Context: an optimization exercise on an open-source flow, tuned for small area, a short achievable clock period and few clock cycles per item. The choices shown serve that exercise and are no tape-out recipe.
At most, simulation tests tie the RTL to the original design; equivalence was not proved.

==> trial 69 <==
Design fp_mul_sched_top, start of the top module:
module fp_mul_sched_top (
    input  logic         clk,
    input  logic         reset_n,
    input  logic [3:0]   req_valid,
    input  logic [127:0] req_x,
    input  logic [127:0] req_y,
    output logic [3:0]   req_ready,
    output logic         res_valid,
    input  logic         res_ready,
    output logic [1:0]   res_id,
    output logic [31:0]  res_data,
    output logic [4:0]   res_flags,
    output logic         busy
);
    fp_mul_sched #(
        .EXP  (8),
        .MAN  (23),
        .NREQ (4)
    ) u_sched (
        .clk       (clk),
        .reset_n   (reset_n),
        .req_valid (req_valid),
        .req_x     (req_x),
        .req_y     (req_y),
        .req_ready (req_ready),
        .res_valid (res_valid),
        .res_ready (res_ready),
        .res_id    (res_id),
        .res_data  (res_data),
        .res_flags (res_flags),
        .busy      (busy)
    );
endmodule
Settings: LEC_CHECK=0, CAP_MARGIN=20, CORE_MARGIN=2, CORE_UTILIZATION=40, SETUP_SLACK_MARGIN=3.5, SLEW_MARGIN=20, SYNTH_HIERARCHICAL=1; clock period 10.5 ns.
standard.sh (not shown) runs the stock make flow with config.mk's settings and CLKGATE_MAP_FILE= SYNTH_SCRIPT=/design/flow/synth_recipe.tcl, a recipe that flattens the netlist after the stock synthesis.
==> flow/flow/run.sh <==
#!/bin/bash
# Layout flow: the standard flow (standard.sh) with two changes after synthesis:
# the port buffers are the small sky130_fd_sc_hd__buf_1 instead of the delay cell
# buffer_ports picks by default, and timing repair may swap a cell for one with a
# different footprint (MATCH_CELL_FOOTPRINT=0), so those buffers can be resized.
# Synthesis is the standard one, unchanged. Each step's output goes to its own log here.
set -uo pipefail
bash standard.sh synth > synth.log 2>&1 || exit 1
bash standard.sh "BUFFER_PORTS_ARGS=-buffer_cell sky130_fd_sc_hd__buf_1" MATCH_CELL_FOOTPRINT=0 finish > layout.log 2>&1 || exit 1
==> inputs of build 25, as changes to trial 69 <==
SETUP_SLACK_MARGIN = 3.0   (was 3.5)
==> impl_metrics.py <==
metrics = {
    "finish": {
        "multi_input_area_mm2": 0.0163,
        "nClkBuffers": 18,
    },
    "route": {
        "routed-wl-met3_um": 6290,
    },
    "sta": {
        "timing.final.crit_share": 0.664,
    },
    "worst_setup_path": {
        "rr_startpoint": "u_sched.last_q[0]$_DFFE_PN1P_",
        "cp_max_fo": 35,
    },
    "status": {
        "status": "complete, no violations",
    },
}
-- figures above: trial 69

==> impl_metrics.py <==
metrics = {
    "status": {
        "status": "complete, no violations",
    },
    "worst_setup_path": {
        "cp_max_fo": 64,
        "crit_chain": "buf_1 -> nor2_1 -> a221o_1 -> and2_4 -> a221o_4 -> ha_2 -> nand2b_1 -> inv_2 -> xnor2_1 -> fa_1 -> fa_1 -> fa_1 -> ha_1 -> ha_1 -> o41a_1",
        "rr_startpoint": "u_sched.last_q[1]$_DFFE_PN1P_",
    },
    "logic_synthesis": {
        "synth_area_leaders": "fa_1, edfxtp_1, xnor2_1",
    },
    "finish": {
        "multi_input_area_mm2": 0.0161,
    },
    "sta": {
        "timing.final.crit_share": 0.707,
    },
    "global_route": {
        "grt_max_degree": 85,
    },
}
-- figures above: build 25

No functional check of the RTL was part of any run of this note.

========
==> v20 <==
Another version of the RTL of fp_mul_sched_top (not shown whole).
Design fp_mul_sched_top, start of the top module:
module fp_mul_sched_top (
    input  logic         clk,
    input  logic         reset_n,
    input  logic [3:0]   req_valid,
    input  logic [127:0] req_x,
    input  logic [127:0] req_y,
    output logic [3:0]   req_ready,
    output logic         res_valid,
    input  logic         res_ready,
    output logic [1:0]   res_id,
    output logic [31:0]  res_data,
    output logic [4:0]   res_flags,
    output logic         busy
);
export LEC_CHECK = 0
export ABC_AREA = 1
export CAP_MARGIN = 5
export CORE_MARGIN = 2
export CORE_UTILIZATION = 40
export CTS_BUF_LIST = sky130_fd_sc_hd__clkbuf_4 sky130_fd_sc_hd__clkbuf_8
export PLACE_DENSITY = 0.75
export SETUP_SLACK_MARGIN = 4.0
export SLEW_MARGIN = 5
export SYNTH_HIERARCHICAL = 1
create_clock -name core_clock -period 10.5 [get_ports {clk}]
Scripts as last shown in full above: flow/flow/run.sh
==> v9 (differences from v20) <==
Settings changed: CAP_MARGIN 5 to 20, CORE_UTILIZATION 40 to 55, SLEW_MARGIN 5 to 20.
==> v36 (differences from v20) <==
Settings changed: CAP_MARGIN 5 to 20, SETUP_SLACK_MARGIN 4.0 to 4.25, SLEW_MARGIN 5 to 20.
==> v16 (differences from v20) <==
Settings changed: CAP_MARGIN 5 to 20, CTS_BUF_LIST sky130_fd_sc_hd__clkbuf_4 sky130_fd_sc_hd__clkbuf_8 to unset, PLACE_DENSITY 0.75 to 0.82, SLEW_MARGIN 5 to 20.
==> run notes <==
- The highest sequential share of layout area belongs to v20, the lowest to v36.
- Final area: v36 > v16 > v9 > v20.
- In sequential cell count, v20 and v36 do not differ.
- Maximum frequency, lowest first: v9, v16, v20, v36.
Testbench counts of v20, summed over its fixed seeds: cycles 2,056, items 2,048.
Testbench counts of v9, summed over its fixed seeds: cycles 2,056, items 2,048.
Testbench counts of v36, summed over its fixed seeds: cycles 2,056, items 2,048.
Testbench counts of v16, summed over its fixed seeds: cycles 2,056, items 2,048.

========
==> inputs of run A <==
Another version of the RTL of fp_mul_sched_top (not shown whole).
Settings: LEC_CHECK=0, CAP_MARGIN=20, CORE_MARGIN=2, CORE_UTILIZATION=40, SLEW_MARGIN=20; clock period 10.5 ns.
run.sh (not shown) runs the stock make flow with config.mk's settings and CLKGATE_MAP_FILE= SYNTH_SCRIPT=/design/flow/synth_recipe.tcl, a recipe that flattens the netlist after the stock synthesis.
Stock flow here: none of the scripts above is used.
==> inputs of run D, as changes to run A <==
Settings changed: ABC_CLOCK_PERIOD_IN_PS set to 5000, SETUP_SLACK_MARGIN set to 4.
==> run notes <==
| metric | run D | run A |
|---|---|---|
| Run status | no timing/DRC/antenna violations | no timing/DRC/antenna violations |
| Register share of the cell area | 10.37% | 13.13% |
| Final setup skew | 0.01415 ns | 0.01157 ns |
| Amount of wire on met3 after detailed routing | 11.21 mm | 7.689 mm |
| Routed met2 length | 42.55 mm | 36.09 mm |
| Data-path buffer share of cell area in the final layout | 21.74% | 13.99% |
| Total placed cells including tap cells | 3270 | 3275 |
| Slew Limit Headroom | 40.62% | 21.97% |
| Worst path max stage delay | 0.44 ns | 0.58 ns |
| Commonest non-fill, non-tap cell in the layout | clkdlybuf4s50_1 | inv_1 |
| Buffers excl. clock | 702 | 382 |
| Met2 Use GR | 52.34% | 44.35% |
No functional check of the RTL was part of any run of this note.

========
==> run R: inputs <==
==> flow/design.v <==
package fp_mul_pkg;
    localparam int FP_EXP_DEF  = 8;
    localparam int FP_MAN_DEF  = 23;
    localparam int FP_BIAS_DEF = 2 ** (FP_EXP_DEF - 1) - 1;
    localparam int FLAGS_W     = 5;
    typedef enum logic [1:0] {
        IDLE = 2'd0,
        MUL  = 2'd1,
        RESP = 2'd2
    } state_e;
    typedef struct packed {
        logic inf;
        logic nan;
        logic zero;
        logic overflow;
        logic underflow;
    } flags_t;
    function automatic flags_t flags_clear();
        flags_clear = 5'b00000;
    endfunction
endpackage
import fp_mul_pkg::*;
module fp_mul_pipe
#(
    parameter int EXP  = FP_EXP_DEF,
    parameter int MAN  = FP_MAN_DEF,
    parameter int BITS = MAN + EXP + 1,
    parameter int BIAS = 2 ** (EXP - 1) - 1,
    parameter int LAT  = 2
) (
    input  logic            clk,
    input  logic            reset_n,
    input  logic            in_valid_i,
    input  logic [BITS-1:0] x_i,
    input  logic [BITS-1:0] y_i,
    output logic            out_valid_o,
    output logic [BITS-1:0] data_o,
    output logic [FLAGS_W-1:0] flags_o
);
    localparam int EW = EXP + 2;
    localparam int PW = 2 * (MAN + 1);
    localparam logic [EXP-1:0]       EXP_MAX = '1;
    localparam logic signed [EW-1:0] BIAS_S  = EW'(BIAS);
    localparam int F_INF = 4, F_NAN = 3, F_ZERO = 2, F_OVF = 1, F_UNF = 0;
    logic                 x_sign, y_sign;
    logic [EXP-1:0]       x_exp, y_exp;
    logic [MAN-1:0]       x_man, y_man;
    logic [PW-1:0]        prod;
    logic                 norm;
    logic [MAN-1:0]       man_c;
    logic signed [EW-1:0] exp_c;
    logic [BITS-1:0]      data_c;
    logic [FLAGS_W-1:0]   flags_c;    
    assign {x_sign, x_exp, x_man} = x_i;
    assign {y_sign, y_exp, y_man} = y_i;
    always_comb begin
        flags_c = '0;
        prod    = {{(MAN + 1){1'b0}}, 1'b1, x_man} * {{(MAN + 1){1'b0}}, 1'b1, y_man};
        norm    = prod[PW-1];
        man_c   = norm ? MAN'(prod >> (MAN + 1)) : MAN'(prod >> MAN);
        exp_c   = $signed({2'b00, x_exp}) + $signed({2'b00, y_exp}) - BIAS_S
                + $signed({{(EW - 1){1'b0}}, norm});
        data_c  = {x_sign ^ y_sign, exp_c[EXP-1:0], man_c};
        if (x_exp == '0 || y_exp == '0) begin
            flags_c[F_ZERO] = 1'b1;
        end else if ((x_exp == EXP_MAX && x_man != '0) || (y_exp == EXP_MAX && y_man != '0)) begin
            flags_c[F_NAN] = 1'b1;
        end else if (x_exp == EXP_MAX || y_exp == EXP_MAX) begin
            flags_c[F_INF] = 1'b1;
        end else if (exp_c[EW-1] || exp_c == '0) begin
            flags_c[F_UNF] = 1'b1;
        end else if (exp_c >= $signed({2'b00, EXP_MAX})) begin
            flags_c[F_OVF] = 1'b1;
        end
        if (flags_c[F_ZERO] || flags_c[F_UNF]) begin
            data_c = '0;
        end else if (flags_c[F_NAN] || flags_c[F_INF] || flags_c[F_OVF]) begin
            data_c = {1'b0, EXP_MAX, {MAN{1'b0}}};
        end
    end
    logic   [LAT-1:0]           vld_q;
    logic   [LAT-1:0][BITS-1:0] data_q;
    logic   [LAT-1:0][FLAGS_W-1:0]  flags_q;
    always_ff @(posedge clk or negedge reset_n) begin
        if (!reset_n) begin
            vld_q   <= '0;
            data_q  <= '0;
            flags_q <= '0;
        end else begin
            vld_q[0]   <= in_valid_i;
            data_q[0]  <= data_c;
            flags_q[0] <= flags_c;
            for (int i = 1; i < LAT; i++) begin
                vld_q[i]   <= vld_q[i-1];
                data_q[i]  <= data_q[i-1];
                flags_q[i] <= flags_q[i-1];
            end
        end
    end
    assign out_valid_o = vld_q[LAT-1];
    assign data_o      = data_q[LAT-1];
    assign flags_o     = flags_q[LAT-1];
endmodule
import fp_mul_pkg::*;
module fp_mul_sched
#(
    parameter int EXP  = FP_EXP_DEF,
    parameter int MAN  = FP_MAN_DEF,
    parameter int BITS = MAN + EXP + 1,
    parameter int BIAS = 2 ** (EXP - 1) - 1,
    parameter int NREQ = 4,
    parameter int LAT  = 2,
    localparam int IDW = (NREQ > 1) ? $clog2(NREQ) : 1
) (
    input  logic                      clk,
    input  logic                      reset_n,
    input  logic [NREQ-1:0]           req_valid,
    input  logic [NREQ-1:0][BITS-1:0] req_x,
    input  logic [NREQ-1:0][BITS-1:0] req_y,
    output logic [NREQ-1:0]           req_ready,
    output logic                      res_valid,
    input  logic                      res_ready,
    output logic [IDW-1:0]            res_id,
    output logic [BITS-1:0]           res_data,
    output logic [FLAGS_W-1:0]        res_flags,
    output logic                      busy
);
    fp_mul_pkg::state_e          state_q, state_d;
    logic [IDW-1:0]  last_q, last_d;
    logic [IDW-1:0]  id_q, id_d;
    logic [BITS-1:0] x_q, x_d;
    logic [BITS-1:0] y_q, y_d;
    logic            issued_q, issued_d;
    logic [BITS-1:0] data_q, data_d;
    logic [FLAGS_W-1:0] flags_q, flags_d;
    logic            grant_found;
    logic [IDW-1:0]  grant_idx;
    logic [IDW-1:0]  cand;
    logic            mul_start;
    logic            pipe_valid;
    logic [BITS-1:0] pipe_data;
    logic [FLAGS_W-1:0] pipe_flags;
    always_comb begin
        grant_found = 1'b0;
        grant_idx   = '0;
        cand        = last_q;
        for (int i = 0; i < NREQ; i++) begin
            cand = (cand == IDW'(NREQ - 1)) ? '0 : cand + 1'b1;
            if (!grant_found && req_valid[cand]) begin
                grant_found = 1'b1;
                grant_idx   = cand;
            end
        end
    end
    always_comb begin
        state_d   = state_q;
        last_d    = last_q;
        id_d      = id_q;
        x_d       = x_q;
        y_d       = y_q;
        issued_d  = issued_q;
        data_d    = data_q;
        flags_d   = flags_q;
        req_ready = '0;
        mul_start = 1'b0;
        unique case (state_q)
            IDLE: begin
                if (grant_found) begin
                    req_ready[grant_idx] = 1'b1;
                    last_d   = grant_idx;
                    id_d     = grant_idx;
                    x_d      = req_x[grant_idx];
                    y_d      = req_y[grant_idx];
                    issued_d = 1'b0;
                    state_d  = MUL;
                end
            end
            MUL: begin
                if (!issued_q) begin
                    mul_start = 1'b1;
                    issued_d  = 1'b1;
                end
                if (pipe_valid) begin
                    data_d  = pipe_data;
                    flags_d = pipe_flags;
                    state_d = RESP;
                end
            end
            RESP: begin
                if (res_ready) begin
                    state_d = IDLE;
                end
            end
            default: state_d = IDLE;
        endcase
    end
    always_ff @(posedge clk or negedge reset_n) begin
        if (!reset_n) begin
            state_q  <= IDLE;
            last_q   <= IDW'(NREQ - 1);
            id_q     <= '0;
            x_q      <= '0;
            y_q      <= '0;
            issued_q <= 1'b0;
            data_q   <= '0;
            flags_q  <= '0;
        end else begin
            state_q  <= state_d;
            last_q   <= last_d;
            id_q     <= id_d;
            x_q      <= x_d;
            y_q      <= y_d;
            issued_q <= issued_d;
            data_q   <= data_d;
            flags_q  <= flags_d;
        end
    end
    fp_mul_pipe #(
        .EXP  (EXP),
        .MAN  (MAN),
        .BITS (BITS),
        .BIAS (BIAS),
        .LAT  (LAT)
    ) u_pipe (
        .clk         (clk),
        .reset_n     (reset_n),
        .in_valid_i  (mul_start),
        .x_i         (x_q),
        .y_i         (y_q),
        .out_valid_o (pipe_valid),
        .data_o      (pipe_data),
        .flags_o     (pipe_flags)
    );
    assign res_valid = (state_q == RESP);
    assign res_id    = id_q;
    assign res_data  = data_q;
    assign res_flags = flags_q;
    assign busy      = (state_q != IDLE);
endmodule
module fp_mul_sched_top (
    input  logic         clk,
    input  logic         reset_n,
    input  logic [3:0]   req_valid,
    input  logic [127:0] req_x,
    input  logic [127:0] req_y,
    output logic [3:0]   req_ready,
    output logic         res_valid,
    input  logic         res_ready,
    output logic [1:0]   res_id,
    output logic [31:0]  res_data,
    output logic [4:0]   res_flags,
    output logic         busy
);
    fp_mul_sched #(
        .EXP  (8),
        .MAN  (23),
        .NREQ (4),
        .LAT  (2)
    ) u_sched (
        .clk       (clk),
        .reset_n   (reset_n),
        .req_valid (req_valid),
        .req_x     (req_x),
        .req_y     (req_y),
        .req_ready (req_ready),
        .res_valid (res_valid),
        .res_ready (res_ready),
        .res_id    (res_id),
        .res_data  (res_data),
        .res_flags (res_flags),
        .busy      (busy)
    );
endmodule
==> flow/run.sh <==
#!/bin/bash
# synth_recipe.tcl (not shown) runs the flow's synth.tcl, then flattens the netlist and writes it again
# the make line also repeats each setting of config.mk as NAME=value (left out here)
make -C /OpenROAD-flow-scripts/flow DESIGN_CONFIG=/design/flow/config.mk WORK_HOME=/design/flow/orfs CLKGATE_MAP_FILE= SYNTH_SCRIPT=/design/flow/synth_recipe.tcl finish
==> flow/config.mk <==
export PLATFORM = sky130hd
export DESIGN_NAME = fp_mul_sched_top
export DESIGN_NICKNAME = fp_mul_sched_top
export VERILOG_FILES = /design/flow/design.v
export SDC_FILE = /design/flow/constraint.sdc
export NUM_CORES = 4
export LEC_CHECK = 0
export CAP_MARGIN = 20
export CORE_MARGIN = 2
export CORE_UTILIZATION = 40
export SLEW_MARGIN = 20
==> flow/constraint.sdc <==
create_clock -name core_clock -period 10.5 [get_ports {clk}]
set_input_delay 2.1000 -clock core_clock [delete_from_list [all_inputs] [get_ports {clk}]]
set_output_delay 2.1000 -clock core_clock [all_outputs]
set_load 0.01 [all_outputs]
==> inputs of run Y, as changes to run R <==
==> flow/design.v (replaced) <==
package fp_mul_pkg;
    localparam int FP_EXP_DEF  = 8;
    localparam int FP_MAN_DEF  = 23;
    localparam int FP_BIAS_DEF = 2 ** (FP_EXP_DEF - 1) - 1;
    localparam int FLAGS_W     = 5;
    typedef enum logic [1:0] {
        IDLE = 2'd0,
        MUL  = 2'd1,
        RESP = 2'd2
    } state_e;
    typedef struct packed {
        logic inf;
        logic nan;
        logic zero;
        logic overflow;
        logic underflow;
    } flags_t;
    function automatic flags_t flags_clear();
        flags_clear = 5'b00000;
    endfunction
endpackage
import fp_mul_pkg::*;
module fp_mul_pipe
#(
    parameter int EXP  = FP_EXP_DEF,
    parameter int MAN  = FP_MAN_DEF,
    parameter int BITS = MAN + EXP + 1,
    parameter int BIAS = 2 ** (EXP - 1) - 1
) (
    input  logic [BITS-1:0]    x_i,
    input  logic [BITS-1:0]    y_i,
    output logic [BITS-1:0]    data_o,
    output logic [FLAGS_W-1:0] flags_o
);
    localparam int EW = EXP + 2;
    localparam int PW = 2 * (MAN + 1);
    localparam logic [EXP-1:0]       EXP_MAX = '1;
    localparam logic signed [EW-1:0] BIAS_S  = EW'(BIAS);
    localparam int F_INF = 4, F_NAN = 3, F_ZERO = 2, F_OVF = 1, F_UNF = 0;
    logic                 x_sign, y_sign;
    logic [EXP-1:0]       x_exp, y_exp;
    logic [MAN-1:0]       x_man, y_man;
    logic [PW-1:0]        prod;
    logic                 norm;
    logic [MAN-1:0]       man_c;
    logic signed [EW-1:0] exp_c;
    logic [BITS-1:0]      data_c;
    logic [FLAGS_W-1:0]   flags_c;
    assign {x_sign, x_exp, x_man} = x_i;
    assign {y_sign, y_exp, y_man} = y_i;
    always_comb begin
        flags_c = '0;
        prod    = {{(MAN + 1){1'b0}}, 1'b1, x_man} * {{(MAN + 1){1'b0}}, 1'b1, y_man};
        norm    = prod[PW-1];
        man_c   = norm ? MAN'(prod >> (MAN + 1)) : MAN'(prod >> MAN);
        exp_c   = $signed({2'b00, x_exp}) + $signed({2'b00, y_exp}) - BIAS_S
                + $signed({{(EW - 1){1'b0}}, norm});
        data_c  = {x_sign ^ y_sign, exp_c[EXP-1:0], man_c};
        if (x_exp == '0 || y_exp == '0) begin
            flags_c[F_ZERO] = 1'b1;
        end else if ((x_exp == EXP_MAX && x_man != '0) || (y_exp == EXP_MAX && y_man != '0)) begin
            flags_c[F_NAN] = 1'b1;
        end else if (x_exp == EXP_MAX || y_exp == EXP_MAX) begin
            flags_c[F_INF] = 1'b1;
        end else if (exp_c[EW-1] || exp_c == '0) begin
            flags_c[F_UNF] = 1'b1;
        end else if (exp_c >= $signed({2'b00, EXP_MAX})) begin
            flags_c[F_OVF] = 1'b1;
        end
        if (flags_c[F_ZERO] || flags_c[F_UNF]) begin
            data_c = '0;
        end else if (flags_c[F_NAN] || flags_c[F_INF] || flags_c[F_OVF]) begin
            data_c = {1'b0, EXP_MAX, {MAN{1'b0}}};
        end
    end
    assign data_o  = data_c;
    assign flags_o = flags_c;
endmodule
import fp_mul_pkg::*;
module fp_mul_sched
#(
    parameter int EXP  = FP_EXP_DEF,
    parameter int MAN  = FP_MAN_DEF,
    parameter int BITS = MAN + EXP + 1,
    parameter int BIAS = 2 ** (EXP - 1) - 1,
    parameter int NREQ = 4,
    localparam int IDW = (NREQ > 1) ? $clog2(NREQ) : 1
) (
    input  logic                      clk,
    input  logic                      reset_n,
    input  logic [NREQ-1:0]           req_valid,
    input  logic [NREQ-1:0][BITS-1:0] req_x,
    input  logic [NREQ-1:0][BITS-1:0] req_y,
    output logic [NREQ-1:0]           req_ready,
    output logic                      res_valid,
    input  logic                      res_ready,
    output logic [IDW-1:0]            res_id,
    output logic [BITS-1:0]           res_data,
    output logic [FLAGS_W-1:0]        res_flags,
    output logic                      busy
);
    logic [IDW-1:0]     last_q;
    logic               vld_q;
    logic [IDW-1:0]     id_q;
    logic [BITS-1:0]    data_q;
    logic [FLAGS_W-1:0] flags_q;
    logic [NREQ-1:0]    gnt;        
    logic [IDW-1:0]     gnt_idx;
    logic               accept;     
    logic [BITS-1:0]    x_sel, y_sel;
    logic [BITS-1:0]    mul_data;
    logic [FLAGS_W-1:0] mul_flags;
    always_comb begin
        logic found;
        logic [IDW-1:0] cand;
        found   = 1'b0;
        gnt     = '0;
        gnt_idx = '0;
        cand    = last_q;
        for (int i = 0; i < NREQ; i++) begin
            cand = (cand == IDW'(NREQ - 1)) ? '0 : cand + 1'b1;
            if (!found && req_valid[cand]) begin
                found        = 1'b1;
                gnt[cand]    = 1'b1;
                gnt_idx      = cand;
            end
        end
    end
    assign accept    = !vld_q || res_ready;
    assign req_ready = accept ? gnt : '0;
    always_comb begin
        x_sel = '0;
        y_sel = '0;
        for (int i = 0; i < NREQ; i++) begin
            x_sel = x_sel | (req_x[i] & {BITS{gnt[i]}});
            y_sel = y_sel | (req_y[i] & {BITS{gnt[i]}});
        end
    end
    fp_mul_pipe #(
        .EXP  (EXP),
        .MAN  (MAN),
        .BITS (BITS),
        .BIAS (BIAS)
    ) u_mul (
        .x_i     (x_sel),
        .y_i     (y_sel),
        .data_o  (mul_data),
        .flags_o (mul_flags)
    );
    always_ff @(posedge clk or negedge reset_n) begin
        if (!reset_n) begin
            vld_q  <= 1'b0;
            last_q <= IDW'(NREQ - 1);
        end else begin
            if (accept) vld_q <= |gnt;
            if (accept && |gnt) last_q <= gnt_idx;
        end
    end
    always_ff @(posedge clk) begin
        if (accept) begin
            id_q    <= gnt_idx;
            data_q  <= mul_data;
            flags_q <= mul_flags;
        end
    end
    assign res_valid = vld_q;
    assign res_id    = id_q;
    assign res_data  = data_q;
    assign res_flags = flags_q;
    assign busy      = vld_q;
endmodule
module fp_mul_sched_top (
    input  logic         clk,
    input  logic         reset_n,
    input  logic [3:0]   req_valid,
    input  logic [127:0] req_x,
    input  logic [127:0] req_y,
    output logic [3:0]   req_ready,
    output logic         res_valid,
    input  logic         res_ready,
    output logic [1:0]   res_id,
    output logic [31:0]  res_data,
    output logic [4:0]   res_flags,
    output logic         busy
);
    fp_mul_sched #(
        .EXP  (8),
        .MAN  (23),
        .NREQ (4)
    ) u_sched (
        .clk       (clk),
        .reset_n   (reset_n),
        .req_valid (req_valid),
        .req_x     (req_x),
        .req_y     (req_y),
        .req_ready (req_ready),
        .res_valid (res_valid),
        .res_ready (res_ready),
        .res_id    (res_id),
        .res_data  (res_data),
        .res_flags (res_flags),
        .busy      (busy)
    );
endmodule
==> reports/qor.csv <==
stage,metric,value,unit
status,run_status,finished with violations,
status,failed_checks,negative setup slack,
routing,vias,22102,
synthesis,synth_sequential_area_ratio,0.05490,
global_route,grt_pass1_wl,142100,µm
final_layout,sequential_cell_area,1249,µm²
critical_path,max_stage_delay,530,ps
timing,layout_setup_ws,-2492,ps
final_layout,clock_area_frac,0.004606,
timing,setup_viol,34,
-- figures above: run Y

==> reports/qor.csv <==
stage,metric,value,unit
global_route,grt_pass1_wl,139100,µm
timing,tns,0,ps
routing,vias,21821,
final_layout,clock_area_frac,0.01874,
final_layout,sequential_cell_area,4628,µm²
status,run_status,no timing/DRC/antenna violations,
synthesis,synth_compound_gate_area_share,0.07460,
synthesis,synth_top_family_by_area,adder cells,
synthesis,synth_sequential_area_ratio,0.1714,
final_layout,antennaDiodeCount,2,
timing,setup_viol,0,
critical_path,max_stage_delay,610,ps
timing,layout_setup_ws,422.2,ps
placed_design,pre_cts_slack,346.6,ps
-- figures above: run R

Testbench counts of run R, summed over its fixed seeds: cycles 10,240, items 2,048.
Testbench counts of run Y, summed over its fixed seeds: cycles 2,056, items 2,048.

[afterwards: timing with drivers on the ports]
How much do the figures lean on ideal ports? The routed layouts below were timed once more, with nothing changed but the port constraints. Step 1 sets driving cells, clkbuf_16 on the clock port and buf_2 on the other inputs (assumed; they add their load-dependent delay and slew). Step 2 moves the port delays by t, midway between the first and last clock arrival at a register: inputs arrive t later, outputs are due t later. That takes back most of the time a late clock gives input paths. a / b / c = ideal / step 1 / step 2; a / b = the first two.
run | t, ns | setup WS [ns] | clock arrival spread, ns | worst register clock-pin slew, ns | pins driven straight from the clock port
trial 69 | 0.498 | 3.528 / 3.546 / 3.047 | 0.029 / 0.029 | 0.07 / 0.07 | 1
build 25 | 0.502 | 3.081 / 3.086 / 2.583 | 0.020 / 0.019 | 0.07 / 0.07 | 1
v20 | 0.542 | 4.100 / 4.131 / 3.589 | 0.027 / 0.028 | 0.10 / 0.10 | 1
v9 | 0.541 | 3.982 / 3.974 / 3.433 | 0.020 / 0.020 | 0.10 / 0.10 | 1
v36 | 0.529 | 4.241 / 4.267 / 3.738 | 0.027 / 0.026 | 0.10 / 0.10 | 1
v16 | 0.498 | 4.037 / 4.049 / 3.550 | 0.018 / 0.017 | 0.08 / 0.08 | 1
run A | 0.510 | 0.840 / 0.787 / 0.536 | 0.012 / 0.012 | 0.06 / 0.06 | 1
run D | 0.510 | 2.493 / 2.442 / 2.437 | 0.020 / 0.021 | 0.07 / 0.07 | 1
run R | 0.553 | 0.422 / 0.422 / 0.422 | 0.033 / 0.033 | 0.11 / 0.11 | 1
run Y | 0.325 | -2.492 / -2.490 / -2.814 | 0.007 / 0.007 | 0.07 / 0.07 | 1
For v9, which loses most, drivers alone change the setup slack by -0.008 ns; drivers and shift together by -0.549 ns.
